Background: an optimization exercise with open tools, aiming at small area and a short achievable clock period. Do not read the settings as production practice.
In this exercise RTL edits were held to simulation tests only and were not proved equivalent to the original.
Power is estimated from default activity; no workload was simulated.

==> flow/design.v, too long to show whole: its modules and the start of the top module <==
// module mul_fa: 10 lines
// module mul_ha: 9 lines
// module mul16_lane: 783 lines
// module arrmul: 40 lines
module arrmul (
  input  logic         clk,
  input  logic         reset,
  input  logic [0:127] reg_A,
  input  logic [0:127] reg_B,
  input  logic [0:1]   ctrl_ww,
  input  logic [0:4]   alu_op,
  output logic [0:127] result
);
  // ...
==> flow/flow/run.sh <==
#!/bin/bash
# Standard ORFS layout with extra make settings from flow/make_args.txt (one VAR=value per
# line): the port buffers' cell and timing-repair margins. make's full output goes to make.log.
set -euo pipefail
args=()
while IFS= read -r line; do
  [[ -z "$line" || "$line" == \#* ]] && continue
  args+=("$line")
done < flow/make_args.txt
bash standard.sh "${args[@]}" finish > make.log 2>&1
==> flow/flow/make_args.txt <==
BUFFER_PORTS_ARGS=-buffer_cell sky130_fd_sc_hd__buf_1
SETUP_SLACK_MARGIN=8
==> flow/standard.sh <==
#!/bin/bash
# synth_recipe.tcl (not shown) runs the flow's synth.tcl, then flattens the netlist and writes it again
# the make line also repeats each setting of config.mk as NAME=value (left out here)
make -C /OpenROAD-flow-scripts/flow DESIGN_CONFIG=/design/flow/config.mk WORK_HOME=/design/flow/orfs CLKGATE_MAP_FILE= SYNTH_SCRIPT=/design/flow/synth_recipe.tcl "${@:-finish}"
==> flow/config.mk <==
export PLATFORM = sky130hd
export DESIGN_NAME = arrmul
export DESIGN_NICKNAME = arrmul
export VERILOG_FILES = /design/flow/design.v
export SDC_FILE = /design/flow/constraint.sdc
export NUM_CORES = 4
export LEC_CHECK = 0
export CAP_MARGIN = 20
export CORE_MARGIN = 2
export CORE_UTILIZATION = 40
export SLEW_MARGIN = 20
export SYNTH_HIERARCHICAL = 1
==> flow/constraint.sdc <==
create_clock -name core_clock -period 15.0 [get_ports {clk}]
set_input_delay 3.0000 -clock core_clock [delete_from_list [all_inputs] [get_ports {clk}]]
set_output_delay 3.0000 -clock core_clock [all_outputs]
set_load 0.01 [all_outputs]
==> run summary, run 1 <==
status=complete, no violations; Crit path buffers/inverters=7; Top pwr grp=the clock network; critical path type=in -> reg; Final Power=1210 uW; maximum buffer depth of the clock tree=2; P&R area growth vs syn=24.4%; Seq group=358 uW; Reg with most FFs=result; inverters=66; GRT busiest layer=met2; top-count cell post-synth=fa_1; clk pwr=484 uW; largest class=multi-input gates; Final setup viols=0; post-synthesis simple-gate area fraction=20.7%; Port-buffer cells=392; io pins=393; worst hold slack=2.45 ns; ant diodes=2; clock buffer count from CTS=17; Net count, final=5418; Max FO, Critical Path=5; Initial DRT Pass Iterations=8; fin cells=5414; pins over their slew limit=0; pin count of the biggest net entering global routing=287; Synth Area in XOR/XNOR=6.38%; Antenna Violating Nets Remaining=0; Starting Density=40.5%; commonest non-fill, non-tap cells in the layout=746 x fa_1, 470 x and2_1, 426 x and3_1, 385 x buf_1, 255 x buf_4; register area=3200 um2; ys async rst share=100%; RD Place Congestion=0.854
==> module arrmul, before the edit <==
module arrmul (
  input  logic         clk,
  input  logic         reset,
  input  logic [0:127] reg_A,
  input  logic [0:127] reg_B,
  input  logic [0:1]   ctrl_ww,
  input  logic [0:4]   alu_op,
  output logic [0:127] result
);
  logic        odd, sv, is16, valid;
  logic        sel_e, sel_o, sel_e16, sel_e8, sel_o16, sel_o8;
  logic [31:0] prod [4];
  logic [0:127] nxt;
  assign valid = arrmul_pkg::is_wmul(alu_op) && (ctrl_ww == arrmul_pkg::w8 || ctrl_ww == arrmul_pkg::w16);
  assign odd = alu_op == arrmul_pkg::aluwmulou || alu_op == arrmul_pkg::aluwmulos;
  assign sv = valid && (alu_op == arrmul_pkg::aluwmules || alu_op == arrmul_pkg::aluwmulos);
  assign is16 = ctrl_ww == arrmul_pkg::w16;
  assign sel_e = valid & ~odd;
  assign sel_o = valid & odd;
  assign sel_e16 = sel_e & is16;
  assign sel_e8 = sel_e & ~is16;
  assign sel_o16 = sel_o & is16;
  assign sel_o8 = sel_o & ~is16;
  for (genvar k = 0; k < 4; k++) begin : g_lane
    logic [31:0] xa, xb;
    logic [15:0] a, b;
    assign xa = reg_A[32*k +: 32];
    assign xb = reg_B[32*k +: 32];
    assign a[15:8] = ({8{sel_e}} & xa[31:24]) | ({8{sel_o16}} & xa[15:8]) | ({8{sel_o8}} & xa[23:16]);
    assign a[7:0] = ({8{sel_o}} & xa[7:0]) | ({8{sel_e16}} & xa[23:16]) | ({8{sel_e8}} & xa[15:8]);
    assign b[15:8] = ({8{sel_e}} & xb[31:24]) | ({8{sel_o16}} & xb[15:8]) | ({8{sel_o8}} & xb[23:16]);
    assign b[7:0] = ({8{sel_o}} & xb[7:0]) | ({8{sel_e16}} & xb[23:16]) | ({8{sel_e8}} & xb[15:8]);
    mul16_lane u_mul (.a(a), .b(b), .sv(sv), .w16(is16), .p(prod[k]));
  end
  assign nxt = {prod[0], prod[1], prod[2], prod[3]};
  always_ff @(posedge clk or negedge reset) begin
    if (!reset) result <= '0;
    else result <= nxt;
  end
endmodule
==> inputs of run 2 (changes only) <==
--- a/flow/design.v
+++ b/flow/design.v
@@ -24,32 +24,39 @@
   input  logic b,
   output logic s,
   output logic co
 );
   assign s = a ^ b;
   assign co = a & b;
 endmodule
 module mul16_lane (
-  input  logic [15:0] a,     
-  input  logic [15:0] b,
-  input  logic        sv,    
-  input  logic        w16,   
+  input  logic [31:0] xa,
+  input  logic [31:0] xb,
+  input  logic        sel_e,     
+  input  logic        sel_o,     
+  input  logic        sel_e16,   
+  input  logic        sel_e8,    
+  input  logic        sel_o16,   
+  input  logic        sel_o8,    
+  input  logic        sv,        
+  input  logic        w16,       
   output logic [31:0] p
 );
   logic s8, s16;
-  logic [7:0] ag_lo, bg_lo;
-  logic [15:0] ag, bg;
+  logic [15:0] a, b, ag, bg;
   logic [31:0] x, y, sum;
   assign s8 = sv & ~w16;
   assign s16 = sv & w16;
-  assign ag_lo = a[7:0] & {8{w16}};
-  assign bg_lo = b[7:0] & {8{w16}};
-  assign ag = {8'h00, ag_lo};
-  assign bg = {8'h00, bg_lo};
+  assign a[15:8] = ({8{sel_e}} & xa[31:24]) | ({8{sel_o16}} & xa[15:8]) | ({8{sel_o8}} & xa[23:16]);
+  assign a[7:0] = ({8{sel_o}} & xa[7:0]) | ({8{sel_e16}} & xa[23:16]) | ({8{sel_e8}} & xa[15:8]);
+  assign b[15:8] = ({8{sel_e}} & xb[31:24]) | ({8{sel_o16}} & xb[15:8]) | ({8{sel_o8}} & xb[23:16]);
+  assign b[7:0] = ({8{sel_o}} & xb[7:0]) | ({8{sel_e16}} & xb[23:16]) | ({8{sel_e8}} & xb[15:8]);
+  assign ag = {8'h00, ({8{sel_o16}} & xa[7:0]) | ({8{sel_e16}} & xa[23:16])};
+  assign bg = {8'h00, ({8{sel_o16}} & xb[7:0]) | ({8{sel_e16}} & xb[23:16])};
   logic pp1, pp2, pp3, pp4, pp5, pp6, pp7, pp8, pp9, pp10, pp11, pp12, pp13, pp14, pp15, pp16;
   logic pp17, pp18, pp19, pp20, pp21, pp22, pp23, pp24, pp25, pp26, pp27, pp28, pp29, pp30, pp31, pp32;
   logic pp33, pp34, pp35, pp36, pp37, pp38, pp39, pp40, pp41, pp42, pp43, pp44, pp45, pp46, pp47, pp48;
   logic pp49, pp50, pp51, pp52, pp53, pp54, pp55, pp56, pp57, pp58, pp59, pp60, pp61, pp62, pp63, pp64;
   logic pp65, pp66, pp67, pp68, pp69, pp70, pp71, pp72, pp73, pp74, pp75, pp76, pp77, pp78, pp79, pp80;
   logic pp81, pp82, pp83, pp84, pp85, pp86, pp87, pp88, pp89, pp90, pp91, pp92, pp93, pp94, pp95, pp96;
   logic pp97, pp98, pp99, pp100, pp101, pp102, pp103, pp104, pp105, pp106, pp107, pp108, pp109, pp110, pp111, pp112;
   logic pp113, pp114, pp115, pp116, pp117, pp118, pp119, pp120, pp121, pp122, pp123, pp124, pp125, pp126, pp127, pp128;
@@ -419,36 +426,36 @@
   mul_fa u_s399 (.a(c286), .b(s289), .c(s291), .s(s399), .co(c400));
   mul_fa u_s401 (.a(pp118), .b(pp88), .c(c294), .s(s401), .co(c402));
   mul_fa u_s403 (.a(s301), .b(c290), .c(c292), .s(s403), .co(c404));
   mul_fa u_s405 (.a(s295), .b(s297), .c(s299), .s(s405), .co(c406));
   mul_fa u_s407 (.a(c302), .b(s257), .c(c296), .s(s407), .co(c408));
   mul_fa u_s409 (.a(c298), .b(c300), .c(s303), .s(s409), .co(c410));
   mul_fa u_s411 (.a(s305), .b(s307), .c(s309), .s(s411), .co(c412));
   mul_fa u_s413 (.a(c304), .b(c306), .c(c308), .s(s413), .co(c414));
-  mul_fa u_s415 (.a(c310), .b(s259), .c(s311), .s(s415), .co(c416));
-  mul_fa u_s417 (.a(s313), .b(s315), .c(s317), .s(s417), .co(c418));
+  mul_fa u_s415 (.a(s259), .b(s311), .c(s313), .s(s415), .co(c416));
+  mul_fa u_s417 (.a(s315), .b(c310), .c(s317), .s(s417), .co(c418));
   mul_fa u_s419 (.a(c312), .b(c314), .c(c316), .s(s419), .co(c420));
   mul_fa u_s421 (.a(s265), .b(s319), .c(s321), .s(s421), .co(c422));
   mul_fa u_s423 (.a(c318), .b(s323), .c(s325), .s(s423), .co(c424));
   mul_fa u_s425 (.a(c320), .b(c322), .c(s273), .s(s425), .co(c426));
-  mul_fa u_s427 (.a(s327), .b(s329), .c(c324), .s(s427), .co(c428));
+  mul_fa u_s427 (.a(s327), .b(c324), .c(s329), .s(s427), .co(c428));
   mul_fa u_s429 (.a(c326), .b(s331), .c(s333), .s(s429), .co(c430));
-  mul_fa u_s431 (.a(c328), .b(c330), .c(s277), .s(s431), .co(c432));
-  mul_fa u_s433 (.a(s335), .b(s337), .c(c332), .s(s433), .co(c434));
+  mul_fa u_s431 (.a(c328), .b(s277), .c(s335), .s(s431), .co(c432));
+  mul_fa u_s433 (.a(s337), .b(c330), .c(c332), .s(s433), .co(c434));
   mul_fa u_s435 (.a(c334), .b(s339), .c(s341), .s(s435), .co(c436));
   mul_fa u_s437 (.a(c336), .b(c338), .c(s279), .s(s437), .co(c438));
   mul_fa u_s439 (.a(s343), .b(s345), .c(s347), .s(s439), .co(c440));
   mul_fa u_s441 (.a(c340), .b(c342), .c(s349), .s(s441), .co(c442));
   mul_fa u_s443 (.a(c280), .b(c344), .c(c346), .s(s443), .co(c444));
-  mul_fa u_s445 (.a(c348), .b(s351), .c(s353), .s(s445), .co(c446));
-  mul_fa u_s447 (.a(s355), .b(s357), .c(c350), .s(s447), .co(c448));
+  mul_fa u_s445 (.a(s351), .b(s353), .c(s355), .s(s445), .co(c446));
+  mul_fa u_s447 (.a(c348), .b(s357), .c(c350), .s(s447), .co(c448));
   mul_fa u_s449 (.a(pp246), .b(pp96), .c(c352), .s(s449), .co(c450));
-  mul_fa u_s451 (.a(c354), .b(c356), .c(c358), .s(s451), .co(c452));
-  mul_fa u_s453 (.a(s359), .b(s361), .c(s363), .s(s453), .co(c454));
+  mul_fa u_s451 (.a(c354), .b(c356), .c(s359), .s(s451), .co(c452));
+  mul_fa u_s453 (.a(s361), .b(s363), .c(c358), .s(s453), .co(c454));
   mul_fa u_s455 (.a(pp217), .b(pp232), .c(pp112), .s(s455), .co(c456));
   mul_fa u_s457 (.a(pp247), .b(c360), .c(c362), .s(s457), .co(c458));
   mul_fa u_s459 (.a(c364), .b(s365), .c(s367), .s(s459), .co(c460));
   mul_fa u_s461 (.a(pp188), .b(pp203), .c(pp218), .s(s461), .co(c462));
   mul_fa u_s463 (.a(pp233), .b(pp128), .c(pp248), .s(s463), .co(c464));
   mul_fa u_s465 (.a(c366), .b(c368), .c(s369), .s(s465), .co(c466));
   mul_fa u_s467 (.a(pp159), .b(pp174), .c(pp189), .s(s467), .co(c468));
   mul_fa u_s469 (.a(pp204), .b(pp219), .c(pp234), .s(s469), .co(c470));
@@ -463,50 +470,50 @@
   mul_fa u_s487 (.a(pp21), .b(pp36), .c(pp51), .s(s487), .co(c488));
   mul_ha u_s489 (.a(pp6), .b(pp66), .s(s489), .co(c490));
   mul_fa u_s491 (.a(pp52), .b(pp67), .c(pp7), .s(s491), .co(c492));
   mul_fa u_s493 (.a(pp82), .b(pp97), .c(s371), .s(s493), .co(c494));
   mul_fa u_s495 (.a(pp98), .b(pp113), .c(pp8), .s(s495), .co(c496));
   mul_fa u_s497 (.a(c372), .b(s375), .c(s373), .s(s497), .co(c498));
   mul_fa u_s499 (.a(c376), .b(s281), .c(c374), .s(s499), .co(c500));
   mul_fa u_s501 (.a(s381), .b(s377), .c(s379), .s(s501), .co(c502));
-  mul_fa u_s503 (.a(c382), .b(c378), .c(c380), .s(s503), .co(c504));
-  mul_fa u_s505 (.a(s383), .b(s385), .c(s387), .s(s505), .co(c506));
-  mul_fa u_s507 (.a(c384), .b(c386), .c(s389), .s(s507), .co(c508));
+  mul_fa u_s503 (.a(c382), .b(c378), .c(s383), .s(s503), .co(c504));
+  mul_fa u_s505 (.a(c380), .b(s385), .c(s387), .s(s505), .co(c506));
+  mul_fa u_s507 (.a(c384), .b(s389), .c(c386), .s(s507), .co(c508));
   mul_fa u_s509 (.a(s391), .b(c388), .c(s393), .s(s509), .co(c510));
   mul_fa u_s511 (.a(c390), .b(c392), .c(s395), .s(s511), .co(c512));
   mul_fa u_s513 (.a(s397), .b(c394), .c(s399), .s(s513), .co(c514));
   mul_fa u_s515 (.a(c396), .b(c398), .c(s401), .s(s515), .co(c516));
   mul_fa u_s517 (.a(c400), .b(s403), .c(s405), .s(s517), .co(c518));
   mul_fa u_s519 (.a(c402), .b(c404), .c(c406), .s(s519), .co(c520));
   mul_fa u_s521 (.a(s407), .b(s409), .c(s411), .s(s521), .co(c522));
   mul_fa u_s523 (.a(c408), .b(c410), .c(s413), .s(s523), .co(c524));
-  mul_fa u_s525 (.a(c412), .b(s415), .c(s417), .s(s525), .co(c526));
+  mul_fa u_s525 (.a(s415), .b(c412), .c(s417), .s(s525), .co(c526));
   mul_fa u_s527 (.a(c414), .b(c416), .c(s419), .s(s527), .co(c528));
   mul_fa u_s529 (.a(s421), .b(c418), .c(s423), .s(s529), .co(c530));
   mul_fa u_s531 (.a(c420), .b(c422), .c(s425), .s(s531), .co(c532));
   mul_fa u_s533 (.a(s427), .b(c424), .c(s429), .s(s533), .co(c534));
   mul_fa u_s535 (.a(c426), .b(s431), .c(c428), .s(s535), .co(c536));
   mul_fa u_s537 (.a(s433), .b(c430), .c(s435), .s(s537), .co(c538));
   mul_fa u_s539 (.a(c432), .b(s437), .c(s439), .s(s539), .co(c540));
   mul_fa u_s541 (.a(c434), .b(c436), .c(s441), .s(s541), .co(c542));
-  mul_fa u_s543 (.a(c438), .b(s443), .c(c440), .s(s543), .co(c544));
-  mul_fa u_s545 (.a(s445), .b(c442), .c(s447), .s(s545), .co(c546));
+  mul_fa u_s543 (.a(c438), .b(s443), .c(s445), .s(s543), .co(c544));
+  mul_fa u_s545 (.a(c440), .b(c442), .c(s447), .s(s545), .co(c546));
   mul_fa u_s547 (.a(c444), .b(c446), .c(s449), .s(s547), .co(c548));
   mul_fa u_s549 (.a(s451), .b(s453), .c(c448), .s(s549), .co(c550));
   mul_fa u_s551 (.a(s455), .b(c450), .c(c452), .s(s551), .co(c552));
-  mul_fa u_s553 (.a(c454), .b(s457), .c(s459), .s(s553), .co(c554));
-  mul_fa u_s555 (.a(c456), .b(s461), .c(s463), .s(s555), .co(c556));
+  mul_fa u_s553 (.a(s457), .b(c454), .c(s459), .s(s553), .co(c554));
+  mul_fa u_s555 (.a(s461), .b(c456), .c(s463), .s(s555), .co(c556));
   mul_fa u_s557 (.a(c458), .b(c460), .c(s465), .s(s557), .co(c558));
-  mul_fa u_s559 (.a(c462), .b(c464), .c(s467), .s(s559), .co(c560));
-  mul_fa u_s561 (.a(s469), .b(c466), .c(s471), .s(s561), .co(c562));
+  mul_fa u_s559 (.a(c462), .b(s467), .c(s469), .s(s559), .co(c560));
+  mul_fa u_s561 (.a(c464), .b(c466), .c(s471), .s(s561), .co(c562));
   mul_fa u_s563 (.a(c468), .b(c470), .c(s477), .s(s563), .co(c564));
   mul_fa u_s565 (.a(s473), .b(s475), .c(c472), .s(s565), .co(c566));
   mul_fa u_s567 (.a(pp251), .b(c478), .c(c474), .s(s567), .co(c568));
-  mul_fa u_s569 (.a(s481), .b(c476), .c(s479), .s(s569), .co(c570));
+  mul_fa u_s569 (.a(s481), .b(s479), .c(c476), .s(s569), .co(c570));
   mul_fa u_s571 (.a(pp237), .b(pp192), .c(pp252), .s(s571), .co(c572));
   mul_fa u_s573 (.a(s483), .b(c482), .c(c480), .s(s573), .co(c574));
   mul_fa u_s575 (.a(pp223), .b(pp238), .c(pp208), .s(s575), .co(c576));
   mul_ha u_s577 (.a(pp253), .b(c484), .s(s577), .co(c578));
   mul_ha u_s579 (.a(pp239), .b(pp224), .s(s579), .co(c580));
   mul_ha u_s581 (.a(pp19), .b(pp34), .s(s581), .co(c582));
   mul_fa u_s583 (.a(pp5), .b(pp50), .c(pp65), .s(s583), .co(c584));
   mul_fa u_s585 (.a(pp81), .b(c486), .c(s489), .s(s585), .co(c586));
@@ -518,52 +525,52 @@
   mul_fa u_s597 (.a(c508), .b(s511), .c(c510), .s(s597), .co(c598));
   mul_fa u_s599 (.a(c512), .b(s515), .c(c514), .s(s599), .co(c600));
   mul_fa u_s601 (.a(c516), .b(c518), .c(s519), .s(s601), .co(c602));
   mul_fa u_s603 (.a(c520), .b(s523), .c(c522), .s(s603), .co(c604));
   mul_fa u_s605 (.a(c524), .b(s527), .c(c526), .s(s605), .co(c606));
   mul_fa u_s607 (.a(c528), .b(s531), .c(c530), .s(s607), .co(c608));
   mul_fa u_s609 (.a(c532), .b(s535), .c(c534), .s(s609), .co(c610));
   mul_fa u_s611 (.a(c536), .b(s539), .c(c538), .s(s611), .co(c612));
-  mul_fa u_s613 (.a(c540), .b(s543), .c(c542), .s(s613), .co(c614));
-  mul_fa u_s615 (.a(c544), .b(s547), .c(c546), .s(s615), .co(c616));
+  mul_fa u_s613 (.a(s543), .b(c540), .c(c542), .s(s613), .co(c614));
+  mul_fa u_s615 (.a(c544), .b(s547), .c(s549), .s(s615), .co(c616));
   mul_fa u_s617 (.a(c548), .b(s551), .c(s553), .s(s617), .co(c618));
   mul_fa u_s619 (.a(s555), .b(c552), .c(c554), .s(s619), .co(c620));
-  mul_fa u_s621 (.a(c556), .b(s559), .c(c558), .s(s621), .co(c622));
+  mul_fa u_s621 (.a(s559), .b(c556), .c(c558), .s(s621), .co(c622));
   mul_fa u_s623 (.a(c560), .b(s563), .c(c562), .s(s623), .co(c624));
   mul_fa u_s625 (.a(c564), .b(s567), .c(s569), .s(s625), .co(c626));
-  mul_fa u_s627 (.a(s571), .b(c568), .c(c570), .s(s627), .co(c628));
-  mul_fa u_s629 (.a(c572), .b(s577), .c(s575), .s(s629), .co(c630));
+  mul_fa u_s627 (.a(s571), .b(c568), .c(s573), .s(s627), .co(c628));
+  mul_fa u_s629 (.a(s577), .b(c572), .c(s575), .s(s629), .co(c630));
   mul_fa u_s631 (.a(pp254), .b(s579), .c(c578), .s(s631), .co(c632));
   mul_ha u_s633 (.a(pp240), .b(pp255), .s(s633), .co(c634));
   mul_ha u_s635 (.a(pp18), .b(pp3), .s(s635), .co(c636));
   mul_fa u_s637 (.a(pp4), .b(pp49), .c(s581), .s(s637), .co(c638));
   mul_fa u_s639 (.a(c582), .b(s485), .c(s583), .s(s639), .co(c640));
   mul_fa u_s641 (.a(c584), .b(s487), .c(s585), .s(s641), .co(c642));
   mul_fa u_s643 (.a(c586), .b(s493), .c(s587), .s(s643), .co(c644));
   mul_fa u_s645 (.a(c588), .b(s497), .c(s589), .s(s645), .co(c646));
   mul_fa u_s647 (.a(s501), .b(c590), .c(s591), .s(s647), .co(c648));
-  mul_fa u_s649 (.a(c592), .b(s593), .c(s505), .s(s649), .co(c650));
+  mul_fa u_s649 (.a(c592), .b(s505), .c(s593), .s(s649), .co(c650));
   mul_fa u_s651 (.a(c594), .b(s509), .c(s595), .s(s651), .co(c652));
   mul_fa u_s653 (.a(s513), .b(c596), .c(s597), .s(s653), .co(c654));
   mul_fa u_s655 (.a(s517), .b(c598), .c(s599), .s(s655), .co(c656));
   mul_fa u_s657 (.a(s521), .b(c600), .c(s601), .s(s657), .co(c658));
-  mul_fa u_s659 (.a(c602), .b(s525), .c(s603), .s(s659), .co(c660));
+  mul_fa u_s659 (.a(s525), .b(c602), .c(s603), .s(s659), .co(c660));
   mul_fa u_s661 (.a(c604), .b(s529), .c(s605), .s(s661), .co(c662));
   mul_fa u_s663 (.a(s533), .b(c606), .c(s607), .s(s663), .co(c664));
   mul_fa u_s665 (.a(s537), .b(c608), .c(s609), .s(s665), .co(c666));
   mul_fa u_s667 (.a(s541), .b(c610), .c(s611), .s(s667), .co(c668));
   mul_fa u_s669 (.a(s545), .b(c612), .c(s613), .s(s669), .co(c670));
-  mul_fa u_s671 (.a(s549), .b(c614), .c(s615), .s(s671), .co(c672));
+  mul_fa u_s671 (.a(c546), .b(c614), .c(s615), .s(s671), .co(c672));
   mul_fa u_s673 (.a(c550), .b(s617), .c(c616), .s(s673), .co(c674));
   mul_fa u_s675 (.a(s557), .b(c618), .c(s619), .s(s675), .co(c676));
   mul_fa u_s677 (.a(s561), .b(c620), .c(s621), .s(s677), .co(c678));
   mul_fa u_s679 (.a(s565), .b(c622), .c(s623), .s(s679), .co(c680));
   mul_fa u_s681 (.a(c566), .b(s625), .c(c624), .s(s681), .co(c682));
-  mul_fa u_s683 (.a(s573), .b(c626), .c(s627), .s(s683), .co(c684));
+  mul_fa u_s683 (.a(c570), .b(s627), .c(c626), .s(s683), .co(c684));
   mul_fa u_s685 (.a(c574), .b(s629), .c(c628), .s(s685), .co(c686));
   mul_fa u_s687 (.a(c576), .b(s631), .c(c630), .s(s687), .co(c688));
   mul_fa u_s689 (.a(c580), .b(s633), .c(c632), .s(s689), .co(c690));
   mul_ha u_s691 (.a(pp256), .b(c634), .s(s691), .co(c692));
   assign x = {c692, c690, c688, c686, c684, c682, c680, c678, c676, c674, c672, c670, c668, c666, c664, c662, c660, c658, c656, c654, c652, c650, c648, c646, c644, c642, c640, c638, c636, s635, pp17, pp1};
   assign y = {1'b0, s691, s689, s687, s685, s683, s681, s679, s677, s675, s673, s671, s669, s667, s665, s663, s661, s659, s657, s655, s653, s651, s649, s647, s645, s643, s641, s639, s637, pp33, pp2, 1'b0};
   logic [31:0] g0, p0;
   assign g0 = x & y;
@@ -830,24 +837,20 @@
   assign is16 = ctrl_ww == arrmul_pkg::w16;
   assign sel_e = valid & ~odd;
   assign sel_o = valid & odd;
   assign sel_e16 = sel_e & is16;
   assign sel_e8 = sel_e & ~is16;
   assign sel_o16 = sel_o & is16;
   assign sel_o8 = sel_o & ~is16;
   for (genvar k = 0; k < 4; k++) begin : g_lane
-    logic [31:0] xa, xb;
-    logic [15:0] a, b;
-    assign xa = reg_A[32*k +: 32];
-    assign xb = reg_B[32*k +: 32];
-    assign a[15:8] = ({8{sel_e}} & xa[31:24]) | ({8{sel_o16}} & xa[15:8]) | ({8{sel_o8}} & xa[23:16]);
-    assign a[7:0] = ({8{sel_o}} & xa[7:0]) | ({8{sel_e16}} & xa[23:16]) | ({8{sel_e8}} & xa[15:8]);
-    assign b[15:8] = ({8{sel_e}} & xb[31:24]) | ({8{sel_o16}} & xb[15:8]) | ({8{sel_o8}} & xb[23:16]);
-    assign b[7:0] = ({8{sel_o}} & xb[7:0]) | ({8{sel_e16}} & xb[23:16]) | ({8{sel_e8}} & xb[15:8]);
-    mul16_lane u_mul (.a(a), .b(b), .sv(sv), .w16(is16), .p(prod[k]));
+    mul16_lane u_mul (
+      .xa(reg_A[32*k +: 32]), .xb(reg_B[32*k +: 32]),
+      .sel_e(sel_e), .sel_o(sel_o), .sel_e16(sel_e16), .sel_e8(sel_e8), .sel_o16(sel_o16), .sel_o8(sel_o8),
+      .sv(sv), .w16(is16), .p(prod[k])
+    );
   end
   assign nxt = {prod[0], prod[1], prod[2], prod[3]};
   always_ff @(posedge clk or negedge reset) begin
     if (!reset) result <= '0;
     else result <= nxt;
   end
 endmodule
==> flow/flow/make_args.txt (replaced) <==
BUFFER_PORTS_ARGS=-buffer_cell sky130_fd_sc_hd__buf_1
SETUP_SLACK_MARGIN=5
==> run summary, run 2 <==
Syn Inst Count=3270 (was 3589); global route overflow=0 (unchanged); CTS tree=yes (unchanged); ys async rst share=100% (unchanged); Worst-path clk slew=0.07 ns (was 0.08 ns); post-route setup TNS=0 ns (unchanged); Hold Path Class=in -> async (unchanged); Placement Setup Slack=4.24 ns (about the same); slowest CP cell=or3_2 (was or4b_4); number of synthesized flops with an enable pin=0 (unchanged); Starting Density=40.5% (about the same); core area=82200 um2 (was 93600 um2); CP dominant cell by count=fa_1; die area=85700 um2 (was 97200 um2); gr usage total=25.7% (was 27.7%); root buffer cell=clkbuf_16 (unchanged); crit path DAT=10.19 ns (was 9.40 ns); Post-synth top cells=1064 x nor2_1, 804 x fa_1, 204 x ha_1 (was 804 x fa_1, 480 x and2_1, 448 x and3_1); Synth Flop Type=dfrtp_1 (unchanged); Max-cap violations=0 (unchanged); leakage=0.0184 uW (was 0.0245 uW); Post-Syn Area=33300 um2 (was 37900 um2); startpoint types=input pin (unchanged); max reg flops=128 (unchanged); Syn Area/Cell=10.2 um2 (was 10.6 um2); Max VDD drop=0.0924 mV (was 0.0817 mV); WP data required=15.38 ns (was 15.44 ns); crit-path cells=buf_1 > or3_2 > nor3_4 > buf_4 > buf_6 > a22oi_1 > nor2_1 > ha_1 > fa_1 > fa_1 > fa_1 > fa_1 > fa_1 > ha_1 > nand4_1 > inv_1 > a221oi_4 > a211o_2 > nand2_1 > a2111o_1 > o311ai_1 (was buf_8 > or4b_4 > buf_4 > buf_8 > buf_16 > a211oi_4 > buf_4 > buf_6 > and3_4 > fa_1 > fa_2 > fa_2 > fa_1 > fa_1 > ha_4 > and2_1 > a221o_1 > a221oi_4 > buf_4 > a211o_4 > o211ai_1 > a31oi_1 > xnor2_1); Max FO, Critical Path=45 (was 5); clock sinks=128 (unchanged); syn nets=4543 (was 4862); CP top delay family=adder cells (unchanged); status=complete, no violations (unchanged); critical path type=in -> reg (unchanged); pin count of the biggest net entering global routing=65 (was 287); hpwl dp=82.8 mm (was 90.7 mm); Initial DRT Pass Iterations=9 (was 8); Cell Pwr Density=26.6 nW/um2 (was 25.6 nW/um2); layout cells sized above 1=7.19% (was 21.6%); Final setup viols=0 (unchanged); Tcrit/Tclk final=65.4% (was 59.7%); drt wl/cell=22.5 um (was 24.8 um); library cells used by synthesis=47 (was 48); DR DRC count=0 (unchanged); Port-buffer cells=392 (unchanged); most common cell after layout, fill and taps aside=nor2_1 (was fa_1); fin cells=4771 (was 5414); Die Wd=293 um (was 312 um); Final WS setup=5.20 ns (was 6.04 ns); Antenna Violating Nets Remaining=0 (unchanged); Initial DRC Count=2585 (was 2256); Net count, final=4960 (was 5418); H-tree levels=4 (unchanged); Reg with most FFs=result (unchanged); total number of vias=27500 (was 30100); maximum buffer depth of the clock tree=2 (unchanged); top-count cell post-synth=nor2_1 (was fa_1); WL final=107 mm (was 134 mm); global-route wire length before repair=170 mm (was 203 mm); top flop regs=result x128 (unchanged); RD Place Congestion=0.932 (was 0.854); Synth area leaders=fa_1 48%, nor2_1 12%, dfrtp_1 9.6% (was fa_1 42%, dfrtp_1 8.5%, and2_1 7.9%); Synth top area share=48.3% (was 42.5%); Final Critical Period=9.80 ns (was 8.96 ns); worst hold slack=2.49 ns (was 2.45 ns); #FFs+latches synth=128 (unchanged); number of global-route vias before repair=30000 (was 32600); critical path endpoint category=register (unchanged); RSZ-0062 raised after global routing=true (unchanged); fmax=102 MHz (was 112 MHz); P&R area growth vs syn=12.5% (was 24.4%); Die Ht=293 um (was 312 um); Placed Instances=4730 (was 5080); hold_buf cts=0 (unchanged); warnings from Yosys=8 (unchanged); Least-Margin Pin Slew=1.19 ns (was 0.758 ns); slowest stage delay, CP=0.73 ns (was 0.66 ns); worst slew margin relative to its limit=20.4% (was 48.5%); Final Power=999 uW (was 1210 uW); commonest non-fill, non-tap cells in the layout=1061 x nor2_1, 804 x fa_1, 391 x buf_1, 204 x ha_1, 176 x xnor2_1 (was 746 x fa_1, 470 x and2_1, 426 x and3_1, 385 x buf_1, 255 x buf_4); Crit path buffers/inverters=4 (was 7); endpoints failing hold=0 (unchanged); vias per cell=5.77 (was 5.56); initial antenna violation count=0 (was 6); clock buffer count from CTS=17 (unchanged); io pins=393 (unchanged); pins over their slew limit=0 (unchanged); Crit. Startpoint=ctrl_ww[0] (was alu_op[1]); # rows=105 (was 112); post-synthesis sequential area ratio=9.61% (was 8.46%); top cell type by total area after synthesis=fa_1 (unchanged)
==> run 2: changes by cell type after synthesis, moves of 70 or more <==
cell and delta:
nand2_1 -146, mux2i_1 -128, and2_1 -480, a211oi_2 -105, nor2_1 +943, a222oi_1 +128
and3_1 -440, clkbuf_1 -70
==> run 2: cells by family after synthesis <==
group / Yosys count / share of synthesized area (%)
AOI/OAI and AO/OA: 416 / 10.3
and+or+nand+nor: 1224 / 14.5
DFF: 128 / 9.61
adders and majority gates: 1008 / 55.9
buffers and inverters: 226 / 2.61
xor gates and xnor gates: 268 / 7.04
==> run 2: where the power goes <==
part / leakage, uW / total, uW / switching [uW] / internal [uW]
Sequential: 0.00177 / 357 / 3.38 / 354
Clock: 0.000276 / 435 / 216 / 220
Combinational: 0.0163 / 206 / 138 / 68.1
==> run 2: per-layer routing <==
metal	vias up	GRT usage (%)	wire length [um]
met5	-	0	0
met1	14100	33.6	42700
met3	222	4.63	8940
met4	0	8.72	3810
met2	1387	43.2	51900
li1	11800	-	-
==> run 2: modules after synthesis, one instance, submodules excluded <==
module,cells,flops+latches,copies in the design
mul16_lane,564,0,4
arrmul,142,128,1
mul_fa,1,0,788
mul_ha,1,0,84
==> run 2: area by class of cell <==
type / instances / area, um2
diodes: 1 / 2.50
clock buffers: 17 / 425
clock inverters: 15 / 146
fillers: 7905 / 44700
inverters: 61 / 229
multi-input cells: 2918 / 29400
flip-flops and latches: 128 / 3200
well taps: 1070 / 1340
repair buffers: 561 / 2770
==> run 2: worst max path at each step <==
stage,to,cells after the start
after floorplan,result[101],21
after detailed placement,result[5],19
after global routing,result[37],21
after CTS,result[37],21
after global placement,result[5],19
final,result[37],21
==> run 2: what timing repair did <==
| item | in CTS | in global routing |
|---|---|---|
| cloned | 1 | 1 |
| setup endpoints to repair | 20 | 58 |
| pin swaps | 1 | 3 |
| gates resized for setup | 2 | 16 |
| setup buffers | 0 | 4 |
==> run 2: per-stage QoR <==
step	cell area [um2]	utilization, %
after detailed placement	36800	44.7
after global placement	36800	44.7
after CTS	37400	45.4
final	37500	45.6
after global routing	37500	45.6
after floorplan	33400	-

## re-timing with driven ports
The results above use ideal ports. As a check the final layouts listed here were re-extracted and re-timed, cells and wires unchanged. Step 1 sets driving cells, clkbuf_16 on the clock port and buf_2 on the other inputs (assumed; they add their load-dependent delay and slew). Step 2 moves the port delays by t, midway between the first and last clock arrival at a register: inputs arrive t later, outputs are due t later. That takes back most of the time a late clock gives input paths. Three values: ideal ports, drivers, drivers and shift; two values: the first two.
| run | t, ns | slack for setup (ns) | worst setup path at the end | slew at the worst register clock pin (ns) | worst data-port slew with drivers (ns) |
|---|---|---|---|---|---|
| run 1 | 0.585 | 6.039 / 6.076 / 5.490 | input to register | 0.08 / 0.08 | 0.11 |
| run 2 | 0.559 | 5.195 / 5.245 / 4.686 | input to register | 0.08 / 0.08 | 0.06 |
After both steps setup and hold are still met in every run listed. The setup slack of run 1, which loses most, moves by +0.037 ns with the drivers and by -0.549 ns with both steps.
